Source: an optimization exercise on an open RTL-to-GDS flow (aim: small area). Production flows keep margins and buffers that such runs may drop.
The RTL was checked by simulation tests, not by an equivalence proof against the original design.
Power and IR drop assume default switching activity.

Setup of rev 12:
// agu_pipe_stage
module agu_pipe_stage
#(
  parameter int ADDR_W    = 64,
  parameter int NUM_CH    = 3,
  parameter int DISP_W    = 32,
  parameter int PAYLOAD_W = 256,
  parameter int DEPTH     = 2
) (
  input  logic                     clk,
  input  logic                     resetN,
  input  logic                     flushIn,
  input  logic                     inValid,
  output logic                     inReady,
  input  logic [PAYLOAD_W-1:0]     inPayload,
  input  logic [NUM_CH-1:0]        inMemAccess,
  input  logic [NUM_CH*ADDR_W-1:0] inBase,
  input  logic [NUM_CH*ADDR_W-1:0] inIndex,
  input  logic [NUM_CH-1:0]        inIndexValid,
  input  logic [NUM_CH*2-1:0]      inScale,
  input  logic [NUM_CH*DISP_W-1:0] inDisp,
  output logic                     outValid,
  input  logic                     outReady,
  output logic [PAYLOAD_W-1:0]     outPayload,
  output logic [NUM_CH-1:0]        outMemAccess,
  output logic [NUM_CH*ADDR_W-1:0] outAddr,
  output logic [NUM_CH-1:0]        outFault,
  output logic [31:0]              acceptedCount
);
For scale: roughly 4200 cells after synthesis, about 940 flip-flops, roughly 45000 um^2 of cells after synthesis.
==> flow/config.mk <==
export PLATFORM = sky130hd
export DESIGN_NAME = agu_pipe_stage
export DESIGN_NICKNAME = agu_pipe_stage
export VERILOG_FILES = /design/flow/design.v
export SDC_FILE = /design/flow/constraint.sdc
export NUM_CORES = 4
export LEC_CHECK = 0
export CAP_MARGIN = 20
export CORE_AREA = 2.3 2.72 351.7 351.28
export CTS_CLUSTER_DIAMETER = 150
export CTS_CLUSTER_SIZE = 24
export DIE_AREA = 0 0 354 354
export SLEW_MARGIN = 20
export SYNTH_HIERARCHICAL = 1
==> flow/constraint.sdc <==
create_clock -name core_clock -period 5.5 [get_ports {clk}]
set_input_delay 1.1000 -clock core_clock [delete_from_list [all_inputs] [get_ports {clk}]]
set_output_delay 1.1000 -clock core_clock [all_outputs]
set_load 0.01 [all_outputs]
standard.sh (not shown) runs the stock make flow with config.mk's settings and CLKGATE_MAP_FILE= SYNTH_SCRIPT=/design/flow/synth_recipe.tcl, a recipe that flattens the netlist after the stock synthesis.
==> flow/flow/run.sh <==
#!/bin/bash
# Standard ORFS layout (the standard.sh, standard synthesis) with two changes:
#  - ports are buffered with buf_1 instead of the flow's default pick;
#  - the resizer may size a cell to a variant with a different footprint (for example a
#    half adder to its stronger version) instead of only buffering its output.
set -euo pipefail
bash standard.sh \
  "BUFFER_PORTS_ARGS=-buffer_cell sky130_fd_sc_hd__buf_1" \
  MATCH_CELL_FOOTPRINT=0 \
  finish > standard_flow.log 2>&1
#### Input delta (rev 13 over rev 12)
# rev 12
export LEC_CHECK = 0
export CAP_MARGIN = 20
export CORE_AREA = 2.3 2.72 351.7 351.28
export CTS_CLUSTER_DIAMETER = 150
export CTS_CLUSTER_SIZE = 24
export DIE_AREA = 0 0 354 354
export SLEW_MARGIN = 20
export SYNTH_HIERARCHICAL = 1
create_clock -name core_clock -period 5.5 [get_ports {clk}]
# rev 13
export LEC_CHECK = 0
export CAP_MARGIN = 20
export CORE_AREA = 2.3 2.72 351.7 351.28
export CTS_CLUSTER_DIAMETER = 150
export CTS_CLUSTER_SIZE = 24
export DIE_AREA = 0 0 354 354
export GPL_TIMING_DRIVEN = 0
export SETUP_SLACK_MARGIN = 0.1
export SLEW_MARGIN = 20
export SYNTH_HIERARCHICAL = 1
create_clock -name core_clock -period 5.5 [get_ports {clk}]
==> flow/flow/run.sh <==
#!/bin/bash
# Standard ORFS layout (the standard.sh, standard synthesis); the only change is the
# cell used to buffer the ports (buf_1 instead of the flow's default pick).
set -euo pipefail
bash standard.sh "BUFFER_PORTS_ARGS=-buffer_cell sky130_fd_sc_hd__buf_1" finish > standard_flow.log 2>&1
## What came out
The number of synthesized flops with an enable pin of rev 12 and that of rev 13 are within noise of each other. Compared rev 12 against rev 13; combinational fraction of design power within noise. Compared with rev 12, in rev 13 wire length of the first global-routing pass went down about 2.2%; number of gates on the worst path with buffers counted picked up an extra 1; total power density per cell area moved up; number of clock buffer instances in the layout lost 2. Summary of rev 13 over rev 12: final worst hold slack -0.14 ns, worst setup slack shows a reduction of 0.14 ns. Cell count: rev 13 lower than rev 12. Via count of the first global-routing pass, rev 12 and rev 13, lower one = rev 13. The final layout from rev 13, which completed every stage, passed the timing, design-rule and antenna checks at the end of the flow.

## port drivers added, routing unchanged
The results above use ideal ports. As a check the final layouts listed here were re-extracted and re-timed, cells and wires unchanged.
Step 1: set_driving_cell puts a clkbuf_16 on clk and a buf_2 on each other input, an assumption about the parent block.
Step 2 adds t to the input delays and takes it off the output delays; t is the mean of the earliest and latest rising clock arrival at the registers after step 1. Input paths then give back, and output paths get back, about the clock's delay inside the block.
Three values: ideal, step 1, step 2; two values: the first two.
run | t, ns | setup WS [ns] | slew at the worst register clock pin (ns)
rev 12 | 0.729 | 0.296 / 0.351 / -0.378 | 0.12 / 0.12
rev 13 | 0.738 | 0.154 / 0.215 / -0.524 | 0.12 / 0.12
With both steps, setup timing fails in rev 12 and rev 13, where it was met with ideal ports. The setup slack of rev 13, which loses most, moves by +0.061 ns with the drivers and by -0.678 ns with both steps.
